Context: an optimization exercise on an open-source flow, tuned for small area. The choices shown serve that exercise and are no tape-out recipe. Only simulation tests tie the RTL to the original design; equivalence was not proved. The flow treats the clock pin as an ideal source, which a real chip does not have.

==> build 37 <==
==> flow/design.v <==
`timescale 1ns/1ps
module reg_file (
    input  logic       clk,
    input  logic [4:0] raddr1,
    input  logic [4:0] raddr2,
    output logic       rbit1,
    output logic       rbit2,
    input  logic       wen,
    input  logic [4:0] waddr,
    input  logic       wbit
);
    logic [31:0] tap;
    assign tap[0] = 1'b0;    
    genvar r;
    generate
        for (r = 1; r < 32; r++) begin : g_reg
            logic [31:0] ring;
            always_ff @(posedge clk) begin
                ring <= {(wen && waddr == 5'(r)) ? wbit : ring[0], ring[31:1]};
            end
            assign tap[r] = ring[0];
        end
    endgenerate
    assign rbit1 = tap[raddr1];
    assign rbit2 = tap[raddr2];
endmodule
`timescale 1ns/1ps
module cpu_top (
    input  logic        clk,
    input  logic        rst,
    output logic [31:0] imem_pc,
    input  logic [31:0] instruction,
    output logic [31:0] dmem_addr,
    output logic [31:0] dmem_wdata,
    output logic        dmem_write,
    output logic        dmem_read,
    input  logic [31:0] read_data
);
    logic [4:0]  ph;         
    logic        p2;         
    logic        stp;        
    logic        rz;         
    logic        pend;       
    logic        f;          
    logic        cy;         
    logic        cyp;        
    logic        ib1, ib2;   
    logic [11:2] pch;
    logic [31:0] ring;
    logic [31:0] asr;        
    logic [31:0] wsr;        
    logic [31:0] ins;
    logic [5:0]  op, fn;
    logic        special, r_alu, i_alu, jr, jmp, jal, br, bne, lw, sw;
    logic        is_slt, slt_u, sub, lgc, zext, is_lui;
    logic [1:0]  lop;
    assign ins     = instruction;
    assign op      = ins[31:26];
    assign fn      = ins[5:0];
    assign special = (op == 6'h00);
    assign r_alu   = special && fn[5] && !fn[4] && (fn[3] ? (!fn[2] && fn[1]) : (fn[2] || fn[0]));
    assign jr      = special && (fn == 6'h08);
    assign i_alu   = (op[5:3] == 3'b001) && (op[2:0] != 3'b000);
    assign br      = (op[5:1] == 5'b00010);
    assign bne     = op[0];
    assign jmp     = (op[5:1] == 5'b00001);
    assign jal     = jmp && op[0];
    assign lw      = (op == 6'h23);
    assign sw      = (op == 6'h2b);
    assign is_slt  = r_alu ? fn[3] : (i_alu && !op[2] && op[1]);
    assign slt_u   = special ? fn[0] : op[0];
    assign sub     = special ? fn[1] : (!op[5] && op[1]);
    assign lgc     = special ? fn[2] : op[2];
    assign lop     = special ? fn[1:0] : op[1:0];
    assign zext    = i_alu && op[2];
    assign is_lui  = i_alu && (op[2:0] == 3'b111);
    logic ph0, ph31, ph2, lowph, ph_ge18, ph_ge28;
    assign ph0     = (ph == 5'd0);
    assign ph2     = (ph == 5'd2);
    assign ph31    = (ph == 5'd31);
    assign lowph   = (ph[4:1] == 4'd0);
    assign ph_ge18 = ph[4] && (ph[3:1] != 3'd0);
    assign ph_ge28 = (ph[4:2] == 3'b111);
    logic ibit;
    assign ibit = ins[{ph[4] && !is_lui, ph[3:0]}];
    logic a, b, wen, wbit;
    logic [4:0] wa;
    reg_file u_rf (
        .clk    (clk),
        .raddr1 (ins[25:21]),
        .raddr2 (ins[20:16]),
        .rbit1  (a),
        .rbit2  (b),
        .wen    (wen),
        .waddr  (wa),
        .wbit   (wbit)
    );
    logic aa, immb, offb, bsel, bb, cin, s, cy_n, lres, res, lt, e;
    logic pcsum;
    assign aa   = br ? pcsum : a;    
    assign immb = ph[4] ? (ins[15] && !zext) : ibit;
    assign offb = !lowph && (ph_ge18 ? ins[15] : ib2);
    assign bsel = special ? b : (br ? offb : immb);
    assign bb   = bsel ^ sub;
    assign cin  = ph0 ? sub : cy;
    assign s    = aa ^ bb ^ cin;
    assign cy_n = (aa & bb) | (aa & cin) | (bb & cin);
    always_comb begin
        case (lop)
            2'b00:   lres = a & bsel;
            2'b01:   lres = a | bsel;
            2'b10:   lres = a ^ bsel;
            default: lres = special ? !(a | bsel) : (ph[4] && ibit);
        endcase
    end
    assign res = lgc ? lres : s;
    assign lt  = (a ^ bsel) ? (slt_u ? bsel : a) : !cy_n;
    assign e   = !(a ^ b);
    logic pcb, cyp_in, ring_in;
    assign pcb    = !rz && (pend ? asr[0] : ring[0]);
    assign cyp_in = ph2 ? !p2 : cyp;
    assign pcsum  = !lowph && (pcb ^ cyp_in);
    always_comb begin
        if (lowph)                    ring_in = 1'b0;
        else if (!p2 && jmp && !ph_ge28) ring_in = ib2;
        else if (!p2 && jr)           ring_in = a;
        else                          ring_in = pcsum;
    end
    assign wa   = jal ? 5'd31 : (special ? ins[15:11] : ins[20:16]);
    assign wen  = p2 ? (is_slt || lw) : (((r_alu || i_alu) && !is_slt) || jal);
    assign wbit = p2 ? (lw ? (ph0 ? read_data[0] : wsr[0]) : (ph0 && f))
                     : (jal ? pcsum : res);
    logic taken, needs2;
    assign taken  = (f && e) ^ bne;
    assign needs2 = !p2 && (is_slt || lw);
    always_ff @(posedge clk) begin
        cy   <= cy_n;
        cyp  <= pcb & cyp_in;
        ib1  <= ibit;
        ib2  <= ib1;
        ring <= {ring_in, ring[31:1]};
        asr  <= {s, asr[31:1]};
        if (p2 && lw && ph0) wsr <= {b, read_data[31:1]};
        else                 wsr <= {b, wsr[31:1]};
        f    <= (ph31 && is_slt) ? lt : ((ph0 || f) && e);
        if (rst) begin
            ph  <= 5'd0;
            p2  <= 1'b0;
            stp <= 1'b0;
            rz  <= 1'b1;
            pend <= 1'b0;
            pch <= '0;
        end else begin
            ph <= ph + 5'd1;
            if (ph31) begin
                p2  <= needs2;
                stp <= !p2 && sw;
                rz  <= 1'b0;
                pend <= !p2 && br && taken;
                if (!p2 && br && taken) pch <= asr[12:3];
                else if (!needs2)       pch <= ring[12:3];
            end
        end
    end
    assign imem_pc    = {ring[31:12], pch, 2'b00};
    assign dmem_addr  = {asr[31:2], 2'b00};
    assign dmem_wdata = wsr;
    assign dmem_write = stp && ph0;
    assign dmem_read  = p2 && lw && ph0;
endmodule
==> flow/flow/run.sh <==
#!/bin/bash
# Standard ORFS layout with smaller port buffers and a leaner clock tree.
export BUFFER_PORTS_ARGS="-buffer_cell sky130_fd_sc_hd__buf_1"
export CTS_ARGS="-sink_clustering_enable -repair_clock_nets -dont_use_dummy_load -sink_clustering_size 30 -buf_list sky130_fd_sc_hd__clkbuf_16"
bash standard.sh > standard.log 2>&1
==> flow/standard.sh <==
#!/bin/bash
# synth_recipe.tcl (not shown) runs the flow's synth.tcl, then flattens the netlist and writes it again
# the make line also repeats each setting of config.mk as NAME=value (left out here)
make -C /OpenROAD-flow-scripts/flow DESIGN_CONFIG=/design/flow/config.mk WORK_HOME=/design/flow/orfs CLKGATE_MAP_FILE= SYNTH_SCRIPT=/design/flow/synth_recipe.tcl "${@:-finish}"
==> flow/config.mk <==
export PLATFORM = sky130hd
export DESIGN_NAME = cpu_top
export DESIGN_NICKNAME = cpu_top
export VERILOG_FILES = /design/flow/design.v
export SDC_FILE = /design/flow/constraint.sdc
export NUM_CORES = 4
export LEC_CHECK = 0
export CAP_MARGIN = 20
export CORE_MARGIN = 2
export CORE_UTILIZATION = 40
export SLEW_MARGIN = 20
==> flow/constraint.sdc <==
create_clock -name core_clock -period 8.0 [get_ports {clk}]
set_input_delay 1.6000 -clock core_clock [delete_from_list [all_inputs] [get_ports {clk}]]
set_output_delay 1.6000 -clock core_clock [all_outputs]
set_load 0.01 [all_outputs]
==> inputs of build 83, as changes to build 37 <==
==> flow/design.v, changed modules only <==
module cpu_top (
    input  logic        clk,
    input  logic        rst,
    output logic [31:0] imem_pc,
    input  logic [31:0] instruction,
    output logic [31:0] dmem_addr,
    output logic [31:0] dmem_wdata,
    output logic        dmem_write,
    output logic        dmem_read,
    input  logic [31:0] read_data
);
    logic [4:0]  ph;         
    logic        p2;         
    logic        rz;         
    logic        pend;       
    logic        f;          
    logic        cy;         
    logic        cyp;        
    logic        ib1, ib2;   
    logic [11:2] pch;
    logic [31:0] ring;
    logic [31:0] asr;        
    logic [31:0] wsr;        
    logic [31:0] ins;
    logic [5:0]  op, fn;
    logic        special, r_alu, i_alu, jr, jmp, jal, br, bne, lw, sw;
    logic        is_slt, slt_u, sub, lgc, zext, is_lui;
    logic [1:0]  lop;
    assign ins     = instruction;
    assign op      = ins[31:26];
    assign fn      = ins[5:0];
    assign special = (op == 6'h00);
    assign r_alu   = special && fn[5] && !fn[4] && (fn[3] ? (!fn[2] && fn[1]) : (fn[2] || fn[0]));
    assign jr      = special && (fn == 6'h08);
    assign i_alu   = (op[5:3] == 3'b001) && (op[2:0] != 3'b000);
    assign br      = (op[5:1] == 5'b00010);
    assign bne     = op[0];
    assign jmp     = (op[5:1] == 5'b00001);
    assign jal     = jmp && op[0];
    assign lw      = (op == 6'h23);
    assign sw      = (op == 6'h2b);
    assign is_slt  = r_alu ? fn[3] : (i_alu && !op[2] && op[1]);
    assign slt_u   = special ? fn[0] : op[0];
    assign sub     = special ? fn[1] : (!op[5] && op[1]);
    assign lgc     = special ? fn[2] : op[2];
    assign lop     = special ? fn[1:0] : op[1:0];
    assign zext    = i_alu && op[2];
    assign is_lui  = i_alu && (op[2:0] == 3'b111);
    logic ph0, ph31, ph2, lowph, ph_ge18, ph_ge28;
    assign ph0     = (ph == 5'd0);
    assign ph2     = (ph == 5'd2);
    assign ph31    = (ph == 5'd31);
    assign lowph   = (ph[4:1] == 4'd0);
    assign ph_ge18 = ph[4] && (ph[3:1] != 3'd0);
    assign ph_ge28 = (ph[4:2] == 3'b111);
    logic ibit;
    logic ibit_lo, ibit_hi;
    assign ibit_lo = ins[ph[3:0]];
    assign ibit_hi = ph[3] ? ins[{4'b1100, ph[0]}] : ins[{2'b10, ph[2:0]}];
    assign ibit    = (ph[4] && !is_lui) ? ibit_hi : ibit_lo;
    logic a, b, wen, wbit;
    logic [4:0] wa;
    reg_file u_rf (
        .clk    (clk),
        .raddr1 (ins[25:21]),
        .raddr2 (ins[20:16]),
        .rbit1  (a),
        .rbit2  (b),
        .wen    (wen),
        .waddr  (wa),
        .wbit   (wbit)
    );
    logic aa, immb, offb, bsel, bb, cin, s, cy_n, lres, res, lt, e;
    logic pcsum;
    assign aa   = br ? pcsum : a;    
    assign immb = ph[4] ? (ins[15] && !zext) : ibit;
    assign offb = !lowph && (ph_ge18 ? ins[15] : ib2);
    assign bsel = special ? b : (br ? offb : immb);
    assign bb   = bsel ^ sub;
    assign cin  = ph0 ? sub : cy;
    assign s    = aa ^ bb ^ cin;
    assign cy_n = (aa & bb) | (aa & cin) | (bb & cin);
    always_comb begin
        case (lop)
            2'b00:   lres = a & bsel;
            2'b01:   lres = a | bsel;
            2'b10:   lres = a ^ bsel;
            default: lres = special ? !(a | bsel) : (ph[4] && ibit);
        endcase
    end
    assign res = lgc ? lres : s;
    assign lt  = (a ^ bsel) ? (slt_u ? bsel : a) : !cy_n;
    assign e   = !(a ^ b);
    logic pcb, cyp_in, ring_in;
    assign pcb    = !rz && (pend ? asr[0] : ring[0]);
    assign cyp_in = ph2 ? !p2 : cyp;
    assign pcsum  = !lowph && (pcb ^ cyp_in);
    always_comb begin
        if (lowph)                    ring_in = 1'b0;
        else if (!p2 && jmp && !ph_ge28) ring_in = ib2;
        else if (!p2 && jr)           ring_in = a;
        else                          ring_in = pcsum;
    end
    assign wa   = special ? ins[15:11] : (ins[20:16] | {5{jal}});
    assign wen  = p2 ? (is_slt || lw) : (((r_alu || i_alu) && !is_slt) || jal);
    assign wbit = p2 ? (lw ? wsr[0] : (ph0 && f))
                     : (jal ? pcsum : res);
    logic taken, needs2;
    assign taken  = (f && e) ^ bne;
    assign needs2 = !p2 && (is_slt || lw);
    always_ff @(posedge clk) begin
        cy   <= cy_n;
        cyp  <= pcb & cyp_in;
        ib1  <= ibit;
        ib2  <= ib1;
        ring <= {ring_in, ring[31:1]};
        asr  <= {s, asr[31:1]};
        if (dmem_read) wsr <= read_data;
        else           wsr <= {b, wsr[31:1]};
        f    <= (ph31 && is_slt) ? lt : ((ph0 || f) && e);
        if (rst) begin
            ph  <= 5'd0;
            p2  <= 1'b0;
            rz  <= 1'b1;
            pend <= 1'b0;
            pch <= '0;
        end else begin
            ph <= ph + 5'd1;
            if (ph31) begin
                p2  <= needs2;
                rz  <= 1'b0;
                pend <= !p2 && br && taken;
                if (!p2 && br && taken) pch <= asr[12:3];
                else if (!needs2)       pch <= ring[12:3];
            end
        end
    end
    assign imem_pc    = {ring[31:12], pch, 2'b00};
    assign dmem_addr  = {s, asr[31:3], 2'b00};
    assign dmem_wdata = {b, wsr[31:1]};
    assign dmem_write = !p2 && sw && ph31;
    assign dmem_read  = !p2 && lw && ph31;
endmodule
==> flow/flow/run.sh (replaced) <==
#!/bin/bash
# The standard ORFS layout (standard.sh), with three changes:
#  - synthesis is the standard flow's own script (synth_recipe.tcl, unchanged), except that
#    the ABC call that maps the combinational logic to cells uses an
#    area-oriented script (flow/abc_area_map.script: strash; dc2; dch; amap)
#    instead of ORFS's delay-oriented one. Registers are untouched by it;
#  - ports are buffered with buf_1 instead of the flow's default buffer cell;
#  - the clock tree clusters up to 35 flip-flops per clkbuf_16 within 100 um and
#    inserts no dummy loads.
# make's output goes to standard.log; each ORFS step logs under orfs/logs/.
set -euo pipefail
HERE=$(pwd)
export BUFFER_PORTS_ARGS="-buffer_cell sky130_fd_sc_hd__buf_1"
export CTS_ARGS="-sink_clustering_enable -repair_clock_nets -dont_use_dummy_load -buf_list sky130_fd_sc_hd__clkbuf_16 -sink_clustering_size 35 -sink_clustering_max_diameter 100"
cat > "$HERE/area_synth.tcl" <<EOT
proc abc {args} {
  set i [lsearch -exact \$args -script]
  if {\$i >= 0} { lset args [expr {\$i + 1}] $HERE/flow/abc_area_map.script }
  yosys abc {*}\$args
}
source $HERE/synth_recipe.tcl
EOT
sed "s#SYNTH_SCRIPT=[^ ]*#SYNTH_SCRIPT=$HERE/area_synth.tcl#" standard.sh > standard_area.sh
grep -q "SYNTH_SCRIPT=$HERE/area_synth.tcl" standard_area.sh
bash standard_area.sh > standard.log 2>&1
==> flow/flow/abc_area_map.script (new file) <==
strash
dc2
dch
amap
--- a/flow/config.mk
+++ b/flow/config.mk
@@ -8,4 +8,4 @@
 export CAP_MARGIN = 20
 export CORE_MARGIN = 2
-export CORE_UTILIZATION = 40
+export CORE_UTILIZATION = 60
 export SLEW_MARGIN = 20
==> impl_metrics.ini <==
[cells_and_area]
synthToLayoutAreaGrowth_pct = 13.8

[power_and_ir_drop]
comb_power_share = 0.030
clkPwrFrac = 0.383
p_seq_frac = 0.587

[global_routing]
use_met1 = 0.157

[synthesis]
synth.area.top_cells = dfxtp_1 86%, mux2_2 2.2%, buf_4 1.6%
ys_ff_latch = 1112
synth-simple-area-share = 0.0360

[status]
status = complete, no violations

[routing]
route.met3.wl_um = 2130
The numbers above come from build 37.

==> impl_metrics.ini <==
[status]
status = complete, no violations

[power_and_ir_drop]
comb_power_share = 0.033
clkPwrFrac = 0.274

[cells_and_area]
synthToLayoutAreaGrowth_pct = 6.48

[synthesis]
synth-simple-area-share = 0.0295
ys_ff_latch = 1111
synth.area.top_cells = dfxtp_1 88%, buf_4 2.6%, nor2_1 1.3%

[routing]
route.met3.wl_um = 1720

[global_routing]
use_met1 = 0.237
The numbers above come from build 83.

separate check: timing with driven ports:
Ports are ideal in the flow. The routed layouts listed here were re-timed in OpenROAD.
Step 1 sets driving cells, clkbuf_16 on the clock port and buf_2 on the other inputs (assumed; they add their load-dependent delay and slew).
Step 2, shift: input delay + t, output delay - t, t = (earliest + latest rising clock arrival at the registers) / 2. This alone moves slack from input paths to output paths.
Three values: no drivers, after step 1, after step 2; two values: the first two.
run | t, ns | setup slack, ns | worst register clock-pin slew, ns
build 37 | 0.651 | 2.818 / 2.792 / 2.141 | 0.06 / 0.06
build 83 | 0.617 | 1.085 / 0.985 / 0.985 | 0.12 / 0.12
After both steps every run listed still meets setup and hold. The setup slack of build 37, which loses most, moves by -0.026 ns with the drivers and by -0.677 ns with both steps.
